This is an optimization exercise on Yosys and OpenROAD, whose aim is small area, a short achievable clock period and few clock cycles per item, not a production implementation.
No functional check of the RTL was part of this run.
Power and IR drop assume default switching activity.

<file path="flow/flow/run.sh">
#!/bin/bash
# Standard layout, with the port buffers made of plain buf_4 cells instead
# of the flow's default pick, a slow delay buffer.
set -euo pipefail
export BUFFER_PORTS_ARGS="-buffer_cell sky130_fd_sc_hd__buf_4"
bash standard.sh > standard_flow.log 2>&1
</file>
<file path="flow/standard.sh">
#!/bin/bash
# synth_recipe.tcl (not shown) runs the flow's synth.tcl, then flattens the netlist and writes it again
# the make line also repeats each setting of config.mk as NAME=value (left out here)
make -C /OpenROAD-flow-scripts/flow DESIGN_CONFIG=/design/flow/config.mk WORK_HOME=/design/flow/orfs CLKGATE_MAP_FILE= SYNTH_SCRIPT=/design/flow/synth_recipe.tcl "${@:-finish}"
</file>
<file path="flow/config.mk">
export PLATFORM = sky130hd
export DESIGN_NAME = conv_engine_top
export DESIGN_NICKNAME = conv_engine_top
export VERILOG_FILES = /design/flow/design.v
export SDC_FILE = /design/flow/constraint.sdc
export NUM_CORES = 4
export LEC_CHECK = 0
export CAP_MARGIN = 20
export CORE_MARGIN = 2
export CORE_UTILIZATION = 60
export CTS_CLUSTER_DIAMETER = 70
export CTS_CLUSTER_SIZE = 30
export SETUP_SLACK_MARGIN = 0.5
export SLEW_MARGIN = 20
</file>
<file path="flow/constraint.sdc">
create_clock -name core_clock -period 13.0 [get_ports {clk}]
set_input_delay 2.6000 -clock core_clock [delete_from_list [all_inputs] [get_ports {clk}]]
set_output_delay 2.6000 -clock core_clock [all_outputs]
set_load 0.01 [all_outputs]
</file>
<file path="flow/design.v">
package conv_pkg;
    localparam DATA_WIDTH = 8;
    localparam TAPS = 9;
    localparam IN_CHANNELS  = 3;
    localparam OUT_CHANNELS = 9;
    localparam PIXELS = TAPS * IN_CHANNELS;
    localparam PIX_W  = $clog2(PIXELS);
    localparam ACC_WIDTH = 21;
    localparam INPUT_CREDITS = 4;
    localparam OUTPUT_CREDITS = 4;
    localparam PIXEL_MAX = 2 ** DATA_WIDTH - 1;
    localparam IN_FIFO_W = DATA_WIDTH + 1;
endpackage
`timescale 1ns/1ps
module kernel_store (
    input  logic                                                       clk,
    input  logic                                                       rst_n,
    input  logic                                                       head_valid,
    input  logic                                                       head_is_weight,
    input  logic [conv_pkg::DATA_WIDTH-1:0]                            head_data,
    input  logic [conv_pkg::PIX_W-1:0]                                 phase,
    output logic                                                       kernel_pop,
    output logic [conv_pkg::OUT_CHANNELS*conv_pkg::DATA_WIDTH-1:0]     weights,
    output logic [conv_pkg::OUT_CHANNELS*conv_pkg::DATA_WIDTH-1:0]     biases
);
    localparam DW    = conv_pkg::DATA_WIDTH;
    localparam OC    = conv_pkg::OUT_CHANNELS;
    localparam IC    = conv_pkg::IN_CHANNELS;
    localparam TAPS  = conv_pkg::TAPS;
    localparam LEN   = conv_pkg::PIXELS;
    localparam PIX_W = conv_pkg::PIX_W;
    localparam ALIGN_BIAS  = OC - conv_pkg::INPUT_CREDITS;
    localparam ALIGN_PHASE = LEN - conv_pkg::INPUT_CREDITS;
    logic [$clog2(TAPS)-1:0] ld_tap;
    logic [$clog2(IC)-1:0]   ld_ic;
    logic [$clog2(OC)-1:0]   ld_oc;
    logic [PIX_W-1:0]        ld_slot;
    logic                    ld_bias;
    logic [$clog2(OC)-1:0]   ld_bidx;
    logic                    weight_pop;
    logic                    bias_pop;
    logic [$clog2(OC)-1:0]   phase9;
    logic [DW-1:0]           bias_ring [0:OC-1];
    assign weight_pop = head_valid && head_is_weight && !ld_bias && (phase == ld_slot);
    assign bias_pop   = head_valid && head_is_weight && ld_bias && (phase9 == ld_bidx) &&
                        (ld_bidx != ALIGN_BIAS || phase == ALIGN_PHASE);
    always_ff @(posedge clk or negedge rst_n) begin
        if (!rst_n) begin
            phase9 <= '0;
        end else begin
            phase9 <= (phase9 == OC - 1) ? '0 : phase9 + 1'b1;
        end
    end
    assign kernel_pop = weight_pop || bias_pop;
    always_ff @(posedge clk or negedge rst_n) begin
        if (!rst_n) begin
            ld_tap  <= '0;
            ld_ic   <= '0;
            ld_oc   <= '0;
            ld_slot <= '0;
            ld_bias <= 1'b0;
            ld_bidx <= '0;
        end else if (weight_pop) begin
            if (ld_tap != TAPS - 1) begin
                ld_tap  <= ld_tap + 1'b1;
                ld_slot <= ld_slot + IC;
            end else begin
                ld_tap <= '0;
                if (ld_ic != IC - 1) begin
                    ld_ic   <= ld_ic + 1'b1;
                    ld_slot <= ld_ic + 1'b1;
                end else begin
                    ld_ic   <= '0;
                    ld_slot <= '0;
                    if (ld_oc != OC - 1) begin
                        ld_oc <= ld_oc + 1'b1;
                    end else begin
                        ld_oc   <= '0;
                        ld_bias <= 1'b1;
                    end
                end
            end
        end else if (bias_pop) begin
            if (ld_bidx != OC - 1) begin
                ld_bidx <= ld_bidx + 1'b1;
            end else begin
                ld_bidx <= '0;
                ld_bias <= 1'b0;
            end
        end
    end
    always_ff @(posedge clk) begin
        bias_ring[0] <= bias_pop ? head_data : bias_ring[OC-1];
        for (int b = 1; b < OC; b = b + 1) begin
            bias_ring[b] <= bias_ring[b-1];
        end
    end
    genvar g, s;
    generate
        for (g = 0; g < OC; g = g + 1) begin : g_loop
            logic [DW-1:0] ring [0:LEN-1];
            always_ff @(posedge clk) begin
                ring[0] <= (weight_pop && ld_oc == g) ? head_data : ring[LEN-1];
            end
            for (s = 1; s < LEN; s = s + 1) begin : g_stage
                always_ff @(posedge clk) begin
                    ring[s] <= ring[s-1];
                end
            end
            assign weights[g*DW +: DW] = ring[g / 3];
            assign biases[g*DW +: DW] = bias_ring[(OC * 3 - 2 * (g / 3) - (g % 3)) % OC];
        end
    endgenerate
endmodule
`timescale 1ns/1ps
module window_buffer (
    input  logic                            clk,
    input  logic                            rst_n,
    input  logic                            in_valid,
    input  logic [conv_pkg::DATA_WIDTH-1:0] in_data,
    input  logic                            in_is_weight,
    input  logic                            pop,
    output logic                            head_valid,
    output logic                            head_is_weight,
    output logic [conv_pkg::DATA_WIDTH-1:0] head_data,
    output logic                            in_credit
);
    localparam DEPTH = conv_pkg::INPUT_CREDITS;
    localparam W     = conv_pkg::IN_FIFO_W;
    logic [W-1:0]     mem [0:DEPTH-1];
    logic [DEPTH-1:0] full;
    logic [DEPTH-1:0] kept;
    logic [DEPTH-1:0] wr;
    assign head_valid     = full[0];
    assign head_is_weight = mem[0][W-1];
    assign head_data      = mem[0][W-2:0];
    assign kept = pop ? (full >> 1) : full;
    assign wr   = {DEPTH{in_valid}} & ~kept & {kept[DEPTH-2:0], 1'b1};
    always_ff @(posedge clk) begin
        for (int i = 0; i < DEPTH; i = i + 1) begin
            if (wr[i]) begin
                mem[i] <= {in_is_weight, in_data};
            end else if (pop) begin
                mem[i] <= (i == DEPTH - 1) ? mem[i] : mem[i+1];
            end
        end
    end
    always_ff @(posedge clk or negedge rst_n) begin
        if (!rst_n) begin
            full      <= '0;
            in_credit <= 1'b0;
        end else begin
            full      <= kept | wr;
            in_credit <= pop;
        end
    end
endmodule
`timescale 1ns/1ps
module mac_array (
    input  logic                                                    clk,
    input  logic                                                    rst_n,
    input  logic                                                    head_valid,
    input  logic                                                    head_is_weight,
    input  logic [conv_pkg::DATA_WIDTH-1:0]                         head_data,
    input  logic [conv_pkg::PIX_W-1:0]                              phase,
    input  logic                                                    drain_free,
    input  logic [conv_pkg::OUT_CHANNELS*conv_pkg::DATA_WIDTH-1:0]  weights,
    input  logic [conv_pkg::OUT_CHANNELS*conv_pkg::DATA_WIDTH-1:0]  biases,
    output logic                                                    pixel_pop,
    output logic [conv_pkg::OUT_CHANNELS-1:0]                       acc_done,
    output logic [conv_pkg::OUT_CHANNELS*(conv_pkg::DATA_WIDTH+2)-1:0] acc
);
    localparam DW    = conv_pkg::DATA_WIDTH;
    localparam AW    = conv_pkg::ACC_WIDTH;
    localparam OC    = conv_pkg::OUT_CHANNELS;
    localparam LEN   = conv_pkg::PIXELS;
    localparam PIX_W = conv_pkg::PIX_W;
    localparam GROUP  = 3;
    localparam GROUPS = OC / GROUP;
    logic [PIX_W-1:0] next_pixel;
    logic             last_pixel;
    logic [DW-1:0]    pixel_q [0:GROUPS-1];
    logic [GROUPS-1:0] valid_q;
    logic [GROUPS:0]   open_q;
    logic [GROUPS:0]   last_q;
    logic [PIX_W-1:0]  next_pixel_d;
    assign last_pixel = (next_pixel == LEN - 1);
    assign pixel_pop  = head_valid && !head_is_weight && (phase == next_pixel) &&
                        (!last_pixel || drain_free);
    assign next_pixel_d = !pixel_pop ? next_pixel : last_pixel ? '0 : next_pixel + 1'b1;
    always_ff @(posedge clk or negedge rst_n) begin
        if (!rst_n) begin
            next_pixel <= '0;
            last_q     <= '0;
        end else begin
            next_pixel <= next_pixel_d;
            last_q     <= {last_q[GROUPS-1:0], pixel_pop && last_pixel};
        end
    end
    always_ff @(posedge clk) begin
        valid_q    <= {valid_q[GROUPS-2:0], pixel_pop};
        open_q     <= {open_q[GROUPS-1:0], next_pixel_d != '0};
        pixel_q[0] <= pixel_pop ? head_data : '0;
        for (int l = 1; l < GROUPS; l = l + 1) begin
            pixel_q[l] <= pixel_q[l-1];
        end
    end
    for (genvar l = 0; l < OC; l = l + 1) begin : g_done
        assign acc_done[l] = last_q[l / GROUP + 1];
    end
    localparam logic [AW-1:0] WINDOW_K = AW'(-LEN * ((1 << 15) - (1 << 7)));
    localparam PW = 2 * DW;
    localparam SPLIT = 12;
    localparam RW = DW + 2;
    genvar g;
    generate
        for (g = 0; g < OC; g = g + 1) begin : g_lane
            logic [DW-1:0] w;
            logic [DW-1:0] p;
            logic [DW-1:0] b;
            logic [PW-1:0] prod_s;
            logic [PW-1:0] prod_c;
            logic [AW-1:0] base;
            assign w = weights[g*DW +: DW];
            assign p = pixel_q[g / GROUP];
            assign b = biases[g*DW +: DW];
            logic [DW-1:0] pp [0:DW-1];
            for (genvar i = 0; i < DW; i = i + 1) begin : g_row
                assign pp[i] = {valid_q[g / GROUP] & ~(p[i] & w[DW-1]), {(DW-1){p[i]}} & w[DW-2:0]};
            end
            logic [PW-1:0] prod_s_d;
            logic [PW-1:0] prod_c_d;
            logic t1, t2, t3, t4, t5, t6, t7, t8, t9, t10, t11, t12, t13, t14, t15, t16, t17, t18, t19, t20, t21, t22, t23, t24, t25, t26, t27, t28, t29, t30, t31, t32, t33, t34, t35, t36, t37, t38, t39, t40, t41, t42, t43, t44, t45, t46, t47, t48, t49, t50, t51, t52, t53, t54, t55, t56, t57, t58, t59, t60, t61, t62, t63, t64, t65, t66, t67, t68, t69, t70, t71, t72, t73, t74, t75, t76, t77, t78, t79, t80, t81, t82, t83, t84;
            assign t1 = pp[0][6] ^ pp[1][5];
            assign t2 = pp[0][6] & pp[1][5];
            assign t3 = pp[0][7] ^ pp[1][6] ^ pp[2][5];
            assign t4 = (pp[0][7] & pp[1][6]) | (pp[0][7] & pp[2][5]) | (pp[1][6] & pp[2][5]);
            assign t5 = pp[3][4] ^ pp[4][3];
            assign t6 = pp[3][4] & pp[4][3];
            assign t7 = pp[1][7] ^ pp[2][6] ^ pp[3][5];
            assign t8 = (pp[1][7] & pp[2][6]) | (pp[1][7] & pp[3][5]) | (pp[2][6] & pp[3][5]);
            assign t9 = pp[4][4] ^ pp[5][3];
            assign t10 = pp[4][4] & pp[5][3];
            assign t11 = pp[2][7] ^ pp[3][6] ^ pp[4][5];
            assign t12 = (pp[2][7] & pp[3][6]) | (pp[2][7] & pp[4][5]) | (pp[3][6] & pp[4][5]);
            assign t13 = pp[0][4] ^ pp[1][3];
            assign t14 = pp[0][4] & pp[1][3];
            assign t15 = pp[0][5] ^ pp[1][4] ^ pp[2][3];
            assign t16 = (pp[0][5] & pp[1][4]) | (pp[0][5] & pp[2][3]) | (pp[1][4] & pp[2][3]);
            assign t17 = pp[3][2] ^ pp[4][1];
            assign t18 = pp[3][2] & pp[4][1];
            assign t19 = pp[2][4] ^ pp[3][3] ^ pp[4][2];
            assign t20 = (pp[2][4] & pp[3][3]) | (pp[2][4] & pp[4][2]) | (pp[3][3] & pp[4][2]);
            assign t21 = pp[5][1] ^ pp[6][0] ^ t1;
            assign t22 = (pp[5][1] & pp[6][0]) | (pp[5][1] & t1) | (pp[6][0] & t1);
            assign t23 = pp[5][2] ^ pp[6][1] ^ pp[7][0];
            assign t24 = (pp[5][2] & pp[6][1]) | (pp[5][2] & pp[7][0]) | (pp[6][1] & pp[7][0]);
            assign t25 = t3 ^ t5 ^ t2;
            assign t26 = (t3 & t5) | (t3 & t2) | (t5 & t2);
            assign t27 = pp[6][2] ^ pp[7][1] ^ t7;
            assign t28 = (pp[6][2] & pp[7][1]) | (pp[6][2] & t7) | (pp[7][1] & t7);
            assign t29 = t9 ^ t4 ^ t6;
            assign t30 = (t9 & t4) | (t9 & t6) | (t4 & t6);
            assign t31 = pp[5][4] ^ pp[6][3] ^ pp[7][2];
            assign t32 = (pp[5][4] & pp[6][3]) | (pp[5][4] & pp[7][2]) | (pp[6][3] & pp[7][2]);
            assign t33 = t11 ^ t8 ^ t10;
            assign t34 = (t11 & t8) | (t11 & t10) | (t8 & t10);
            assign t35 = pp[3][7] ^ pp[4][6] ^ pp[5][5];
            assign t36 = (pp[3][7] & pp[4][6]) | (pp[3][7] & pp[5][5]) | (pp[4][6] & pp[5][5]);
            assign t37 = pp[6][4] ^ pp[7][3] ^ t12;
            assign t38 = (pp[6][4] & pp[7][3]) | (pp[6][4] & t12) | (pp[7][3] & t12);
            assign t39 = pp[4][7] ^ pp[5][6] ^ pp[6][5];
            assign t40 = (pp[4][7] & pp[5][6]) | (pp[4][7] & pp[6][5]) | (pp[5][6] & pp[6][5]);
            assign t41 = pp[0][3] ^ pp[1][2];
            assign t42 = pp[0][3] & pp[1][2];
            assign t43 = pp[2][2] ^ pp[3][1] ^ pp[4][0];
            assign t44 = (pp[2][2] & pp[3][1]) | (pp[2][2] & pp[4][0]) | (pp[3][1] & pp[4][0]);
            assign t45 = pp[5][0] ^ t15 ^ t17;
            assign t46 = (pp[5][0] & t15) | (pp[5][0] & t17) | (t15 & t17);
            assign t47 = t19 ^ t21 ^ t16;
            assign t48 = (t19 & t21) | (t19 & t16) | (t21 & t16);
            assign t49 = t23 ^ t25 ^ t20;
            assign t50 = (t23 & t25) | (t23 & t20) | (t25 & t20);
            assign t51 = t27 ^ t29 ^ t24;
            assign t52 = (t27 & t29) | (t27 & t24) | (t29 & t24);
            assign t53 = t31 ^ t33 ^ t28;
            assign t54 = (t31 & t33) | (t31 & t28) | (t33 & t28);
            assign t55 = t35 ^ t37 ^ t32;
            assign t56 = (t35 & t37) | (t35 & t32) | (t37 & t32);
            assign t57 = pp[7][4] ^ t39 ^ t36;
            assign t58 = (pp[7][4] & t39) | (pp[7][4] & t36) | (t39 & t36);
            assign t59 = pp[5][7] ^ pp[6][6] ^ pp[7][5];
            assign t60 = (pp[5][7] & pp[6][6]) | (pp[5][7] & pp[7][5]) | (pp[6][6] & pp[7][5]);
            assign t61 = pp[0][2] ^ pp[1][1];
            assign t62 = pp[0][2] & pp[1][1];
            assign t63 = pp[2][1] ^ pp[3][0] ^ t41;
            assign t64 = (pp[2][1] & pp[3][0]) | (pp[2][1] & t41) | (pp[3][0] & t41);
            assign t65 = t13 ^ t43 ^ t42;
            assign t66 = (t13 & t43) | (t13 & t42) | (t43 & t42);
            assign t67 = t14 ^ t45 ^ t44;
            assign t68 = (t14 & t45) | (t14 & t44) | (t45 & t44);
            assign t69 = t18 ^ t47 ^ t46;
            assign t70 = (t18 & t47) | (t18 & t46) | (t47 & t46);
            assign t71 = t22 ^ t49 ^ t48;
            assign t72 = (t22 & t49) | (t22 & t48) | (t49 & t48);
            assign t73 = t26 ^ t51 ^ t50;
            assign t74 = (t26 & t51) | (t26 & t50) | (t51 & t50);
            assign t75 = t30 ^ t53 ^ t52;
            assign t76 = (t30 & t53) | (t30 & t52) | (t53 & t52);
            assign t77 = t34 ^ t55 ^ t54;
            assign t78 = (t34 & t55) | (t34 & t54) | (t55 & t54);
            assign t79 = t38 ^ t57 ^ t56;
            assign t80 = (t38 & t57) | (t38 & t56) | (t57 & t56);
            assign t81 = t40 ^ t59 ^ t58;
            assign t82 = (t40 & t59) | (t40 & t58) | (t59 & t58);
            assign t83 = pp[6][7] ^ pp[7][6] ^ t60;
            assign t84 = (pp[6][7] & pp[7][6]) | (pp[6][7] & t60) | (pp[7][6] & t60);
            assign prod_s_d = {1'b0, pp[7][7], t83, t81, t79, t77, t75, t73, t71, t69, t67, t65, t63, pp[2][0], pp[0][1], pp[0][0]};
            assign prod_c_d = {1'b0, t84, t82, t80, t78, t76, t74, t72, t70, t68, t66, t64, t62, t61, pp[1][0], 1'b0};
            always_ff @(posedge clk) begin
                prod_s <= prod_s_d;
                prod_c <= prod_c_d;
            end
            logic [AW-1:0]       sum_q;
            logic                cy_q;
            logic [AW-1:0]       ts, tc;
            logic [SPLIT:0]      lo;
            logic [AW-SPLIT-1:0] hi;
            assign ts = sum_q ^ AW'(prod_s) ^ AW'(prod_c);
            assign tc = ((sum_q & AW'(prod_s)) | (sum_q & AW'(prod_c)) | (AW'(prod_s) & AW'(prod_c))) << 1;
            assign lo = {1'b0, ts[SPLIT-1:0]} + {1'b0, tc[SPLIT-1:0]};
            assign hi = ts[AW-1:SPLIT] + tc[AW-1:SPLIT] + cy_q;
            always_ff @(posedge clk) begin
                if (open_q[g / GROUP + 1]) begin
                    sum_q <= {hi, lo[SPLIT-1:0]};
                    cy_q  <= lo[SPLIT];
                end else begin
                    sum_q <= AW'({{(AW-DW){b[DW-1]}}, b}) + WINDOW_K;
                    cy_q  <= 1'b0;
                end
            end
            logic hi_ones;
            logic hi_sign;
            logic hi_rest;
            assign hi_ones = &hi[AW-SPLIT-2:0];
            assign hi_sign = hi[AW-SPLIT-1] ^ (lo[SPLIT] & hi_ones);
            assign hi_rest = lo[SPLIT] ? !hi_ones : |hi[AW-SPLIT-2:0];
            assign acc[g*RW +: RW] = {hi_sign, hi_rest | (|lo[SPLIT-1:DW]), lo[DW-1:0]};
        end
    endgenerate
endmodule
`timescale 1ns/1ps
module result_drain (
    input  logic                                                  clk,
    input  logic                                                  rst_n,
    input  logic [conv_pkg::OUT_CHANNELS-1:0]                     acc_done,
    input  logic [conv_pkg::OUT_CHANNELS*(conv_pkg::DATA_WIDTH+2)-1:0] acc,
    input  logic                                                  out_credit,
    output logic                                                  drain_free,
    output logic                                                  out_valid,
    output logic [conv_pkg::DATA_WIDTH-1:0]                       out_data
);
    localparam DW   = conv_pkg::DATA_WIDTH;
    localparam AW   = conv_pkg::ACC_WIDTH;
    localparam OC   = conv_pkg::OUT_CHANNELS;
    localparam CH_W = $clog2(OC);
    localparam CR_W = $clog2(conv_pkg::OUTPUT_CREDITS + 1);
    logic [DW+1:0]   result [0:OC-1];
    logic [DW+1:0]   head;
    logic            holding;
    logic [OC-1:0]   send_ch;
    logic [CR_W-1:0] credits;
    logic            send;
    assign send       = holding && (credits != '0);
    assign drain_free = !holding;
    genvar g;
    generate
        for (g = 0; g < OC; g = g + 1) begin : g_clamp
            always_ff @(posedge clk) begin
                if (acc_done[g]) begin
                    result[g] <= acc[g*(DW+2) +: DW+2];
                end
            end
        end
    endgenerate
    always_comb begin
        head = '0;
        for (int c = 0; c < OC; c = c + 1) begin
            head = head | ({(DW+2){send_ch[c]}} & result[c]);
        end
    end
    always_ff @(posedge clk) begin
        out_data <= head[DW+1] ? {DW{1'b0}} : head[DW] ? {DW{1'b1}} : head[DW-1:0];
    end
    always_ff @(posedge clk or negedge rst_n) begin
        if (!rst_n) begin
            holding   <= 1'b0;
            send_ch   <= '0;
            credits   <= conv_pkg::OUTPUT_CREDITS;
            out_valid <= 1'b0;
        end else begin
            credits   <= credits + out_credit - send;
            out_valid <= send;
            if (acc_done[0]) begin
                holding <= 1'b1;
                send_ch <= OC'(1);
            end else if (send) begin
                holding <= !send_ch[OC-1];
                send_ch <= send_ch << 1;
            end
        end
    end
endmodule
`timescale 1ns/1ps
module conv_engine_top (
    input  logic                            clk,
    input  logic                            rst_n,
    input  logic                            in_valid,
    input  logic [conv_pkg::DATA_WIDTH-1:0] in_data,
    input  logic                            in_is_weight,
    input  logic                            out_credit,
    output logic                            in_credit,
    output logic                            out_valid,
    output logic [conv_pkg::DATA_WIDTH-1:0] out_data
);
    localparam DW    = conv_pkg::DATA_WIDTH;
    localparam AW    = conv_pkg::ACC_WIDTH;
    localparam OC    = conv_pkg::OUT_CHANNELS;
    localparam LEN   = conv_pkg::PIXELS;
    localparam PIX_W = conv_pkg::PIX_W;
    logic                 head_valid;
    logic                 head_is_weight;
    logic [DW-1:0]        head_data;
    logic                 kernel_pop;
    logic                 pixel_pop;
    logic [PIX_W-1:0]     phase;
    logic [OC*DW-1:0]     weights;
    logic [OC*DW-1:0]     biases;
    logic                 drain_free;
    logic [OC-1:0]        acc_done;
    logic [OC*(DW+2)-1:0] acc;
    always_ff @(posedge clk or negedge rst_n) begin
        if (!rst_n) begin
            phase <= '0;
        end else begin
            phase <= (phase == LEN - 1) ? '0 : phase + 1'b1;
        end
    end
    window_buffer u_fifo (
        .clk           (clk),
        .rst_n         (rst_n),
        .in_valid      (in_valid),
        .in_data       (in_data),
        .in_is_weight  (in_is_weight),
        .pop           (kernel_pop || pixel_pop),
        .head_valid    (head_valid),
        .head_is_weight(head_is_weight),
        .head_data     (head_data),
        .in_credit     (in_credit)
    );
    kernel_store u_kernel_store (
        .clk           (clk),
        .rst_n         (rst_n),
        .head_valid    (head_valid),
        .head_is_weight(head_is_weight),
        .head_data     (head_data),
        .phase         (phase),
        .kernel_pop    (kernel_pop),
        .weights       (weights),
        .biases        (biases)
    );
    mac_array u_mac_array (
        .clk           (clk),
        .rst_n         (rst_n),
        .head_valid    (head_valid),
        .head_is_weight(head_is_weight),
        .head_data     (head_data),
        .phase         (phase),
        .drain_free    (drain_free),
        .weights       (weights),
        .biases        (biases),
        .pixel_pop     (pixel_pop),
        .acc_done      (acc_done),
        .acc           (acc)
    );
    result_drain u_result_drain (
        .clk        (clk),
        .rst_n      (rst_n),
        .acc_done   (acc_done),
        .acc        (acc),
        .out_credit (out_credit),
        .drain_free (drain_free),
        .out_valid  (out_valid),
        .out_data   (out_data)
    );
endmodule
</file>
==> notes.md <==
per-layer routing:
layer / up-vias / part of all wire / GRT usage
li1: 18800 / - / -
met1: 19500 / 0.49 / 0.314
met2: 762 / 0.44 / 0.320
met3: 188 / 0.046 / 0.0303
met4: 0 / 0.021 / 0.0525
met5: - / 0 / 0
logic make-up (layout without fill, tap and decap cells):
group,Yosys count,in the layout,share of synthesized area
compound gates,444,444,0.0356
xor+xnor,158,158,0.0169
fa+ha+maj,685,685,0.148
buf+inv,542,698,0.0250
flops,2697,2697,0.678
mux,175,175,0.0241
other cells,0,13,0
simple gates,1142,1142,0.0734
cells in the final DEF (no fill, tap or decap), drive strengths merged, types with 11 or more instances in the layout:
master / instances
a22oi: 21
buf: 60
a221oi: 11
nor2b: 29
a211oi: 27
nor2: 142
clkbuf: 140
ha: 216
nand2: 315
dfxtp: 2514
a21oi: 103
nand2b: 19
inv: 467
a31oi: 18
xnor2: 81
diode: 13
xor2: 77
edfxtp: 126
and3: 17
o21ai: 95
mux2: 167
nor4: 14
dfrtp: 56
nand4: 13
a222oi: 11
clkinv: 26
and2: 452
fa: 469
nor3: 39
a21o: 45
nor3b: 12
nand3: 44
a21boi: 41
area by class of cell:
cell class / instances / area [um2]
sequential: 2697 / 55500
fill: 10100 / 46700
multi-input combinational: 2604 / 24400
clock buffer: 140 / 3460
tap: 1781 / 2230
inverter: 427 / 1600
clock inverter: 71 / 1080
timing repair buffer: 60 / 450
antenna: 13 / 32.5
metrics by stage:
step / area (um2) / util / hold WS (ns) / power, uW / cells
finish: 88800 / 0.655 / 0.311 / 15400 / 7793
floorplan: 82000 / - / 0.310 / 10200 / 5843
global route: 88800 / 0.655 / 0.307 / 16100 / 7780
global placement: 84200 / 0.622 / 0.309 / 10600 / 7569
CTS: 88800 / 0.655 / 0.315 / 15600 / 7780
detailed placement: 84200 / 0.622 / 0.312 / 10700 / 7569
state kept, by name, indices dropped and copies added, names as in the netlist, 4 cells and up:
| name | count |
|---|---|
| u_kernel_store.g_loop.ring | 1944 |
| u_mac_array.g_lane.sum_q | 189 |
| u_mac_array.g_lane.prod_s | 135 |
| u_mac_array.g_lane.prod_c | 126 |
| u_result_drain.result | 90 |
| u_kernel_store.bias_ring | 72 |
| u_fifo.mem | 36 |
| u_mac_array.pixel_q | 24 |
| u_mac_array.g_lane.cy_q | 9 |
| u_result_drain.send_ch | 9 |
| u_result_drain.out_data | 8 |
| phase | 5 |
| u_kernel_store.ld_slot | 5 |
| u_mac_array.next_pixel | 5 |
| u_fifo.full | 4 |
| u_kernel_store.ld_bidx | 4 |
| u_kernel_store.ld_oc | 4 |
| u_kernel_store.ld_tap | 4 |
| u_kernel_store.phase9 | 4 |
| u_mac_array.last_q | 4 |
| u_mac_array.open_q | 4 |
how the worst min path moves through the flow:
stage / cells after the start / to / slack [ns] / start
2_1_floorplan: 0 / u_kernel_store.bias_ring[2][0]$_DFF_P_ / 0.31 / u_kernel_store.bias_ring[1][0]$_DFF_P_
3_3_place_gp: 0 / u_kernel_store.g_loop[3].ring[4][1]$_DFF_P_ / 0.31 / u_kernel_store.g_loop[3].ring[3][1]$_DFF_P_
3_5_place_dp: 0 / u_kernel_store.bias_ring[3][4]$_DFF_P_ / 0.31 / u_kernel_store.bias_ring[2][4]$_DFF_P_
4_1_cts: 0 / u_kernel_store.g_loop[3].ring[7][0]$_DFF_P_ / 0.32 / u_kernel_store.g_loop[3].ring[6][0]$_DFF_P_
5_1_grt: 0 / u_kernel_store.g_loop[3].ring[7][0]$_DFF_P_ / 0.31 / u_kernel_store.g_loop[3].ring[6][0]$_DFF_P_
6_report: 0 / u_kernel_store.g_loop[3].ring[7][0]$_DFF_P_ / 0.31 / u_kernel_store.g_loop[3].ring[6][0]$_DFF_P_
worst register-to-register path, stage by stage (launching register included):
cell and delay (ns):
dfxtp_1 0.32, fa_1 0.50, fa_1 0.46, fa_1 0.43
a211oi_1 0.52, nor2_1 0.18, nor4_1 0.25, and4b_1 0.26
a21oi_1 0.05, or3b_2 0.44
report_power, final:
| group | switching [uW] | leakage (uW) | total, uW | internal [uW] |
|---|---|---|---|---|
| Clock | 2770 | 0.00219 | 4920 | 2140 |
| Combinational | 951 | 0.0141 | 1650 | 702 |
| Sequential | 203 | 0.0221 | 8830 | 8620 |
| Total | 3930 | 0.0384 | 15400 | 11500 |
==> results.yml <==
die:
  die_y_um: 374
  dieArea_mm2: 0.140
  core_mm2: 0.135
  initial_core_util: 0.605
  dieWidth_um: 374
  fp-row-count: 135
  io_pins: 23
synth:
  async_flop_share: 0.0211
  synth_edf_count: 126
  yosysSeqAreaShare: 0.678
  synthFlopType: "dfxtp_1"
  syn_avg_cell_area_um2: 14.0
  synth_cell_type_count: 76
  synth-seq-cells: 2697
  yosysMostFrequentCell: "dfxtp_1"
  synth_commonest_cells: "2514 x dfxtp_1, 469 x fa_1, 452 x and2_1, 424 x inv_1, 310 x nand2_1"
  synth_top_area_cell: "dfxtp_1"
  synth_warnings: 27
  postSynthCellCount: 5843
  synthesis.area_mm2: 0.0820
  synth_area_leaders: "dfxtp_1 61%, fa_1 11%, edfxtp_1 4.6%, and2_1 3.4%, ha_1 3.3%"
  synth_top_area_frac: 0.614
  syn_nets: 6541
clock_tree:
  clkLatencyLatePin_ns: 0.78
  cts_sinks: 2697
  path_clk_slew_ns: 0.10
  post_cts_buffers: 0
  cts_tree: "built"
  cts_repair_resize_count: 0
  ctsHoldBuffers: 0
  clockBufferDepth: 3
  cts_max_level: 4
  numCtsBuffers: 138
  cts-root-buf: "clkbuf_16"
sta:
  slew_viol_final: 0
  fmax_ghz: 0.246
  rsz0062_at_grt: "false"
  period_share: 0.312
  worst_slack_ns: 8.94
  fin_skew_ns: 0.0399
  worst_pin_slew_ns: 1.15
  final_hold_viol_count: 0
  setup_viol: 0
  min_period_ns: 4.06
  slew_headroom: 0.230
  setup_tns_ns: 0
critical_path:
  path_delay_family: "flip-flops"
  crit_start: "u_result_drain.out_data[4]$_SDFF_PP0_"
  crit_buf_inv: 1
  reg2reg_to: "u_result_drain.result[4][8]$_DFFE_PP_"
  path_max_fanout: 1
  cp.required_ns: 10.40
  regToRegStartpoint: "u_mac_array.g_lane[4].sum_q[12]$_SDFF_PN0_"
  critPathLaunchType: "flop"
  cp-end-kind: "output pin"
  arrival_ns: 1.46
  crit_path_end: "out_data[4]"
  max_stage_delay_ns: 0.50
  r2r_slack_ns: 9.32
  slowest_stage: "dfxtp_1"
  critPathKind: "reg2out"
  cp_cell_sequence: "buf_4"
  ff2ff_path_depth: 9
  cp_num_cells: 1
power_and_ir_drop:
  p_per_area_mw_per_mm2: 173
  peakVddDrop_mv: 0.143
  leakage_uw: 0.0384
routing:
  routedWlPerCell_um: 18.4
  num_vias: 39200
  vias_per_cell: 5.03
  drtPass1Iterations: 7
  ant_nets: 0
  drcViolationCount: 0
  drtIter0Drc: 2328
  wirelength_mm: 143
global_route:
  grt_max_degree: 59
  grt_usage: 0.209
  gr-total-overflow: 0
  grt_pass1_wl_mm: 224
  antenna_found_initial: 20
  grt_pass1_vias: 39000
placed_design:
  gp_congestion: 0.849
  pre_cts_ws_ns: 8.94
  portBuffers: 22
  dp_hpwl_mm: 94.9
job:
  maxCapViolCount: 0
final_layout:
  area_growth_pct: 8.32
  drive_above_1_share: 0.0763
  final_nets: 6626
worst_hold_path:
  worstHoldPathType: "reg2reg"
status:
  status: "finished clean"

-- static timing again, ports no longer ideal --
The flow's constraints put no driver on any port. The routed layout listed below was extracted and timed again, unchanged, in two steps.
Step 1: set_driving_cell puts a clkbuf_16 on clk and a buf_2 on each other input, an assumption about the parent block.
Step 2 moves the port delays by t, midway between the first and last clock arrival at a register: inputs arrive t later, outputs are due t later. That takes back most of the time a late clock gives input paths.
a / b / c = ideal ports / drivers / drivers and shift; a / b = the first two.
t (ns): 0.830
setup WS [ns]: 8.940 / 8.867 / 8.982
worst slew at a driven data input, ns: 0.07
After both steps this run still meets setup and hold. For this run, drivers alone change the setup slack by -0.073 ns; drivers and shift together by +0.042 ns.
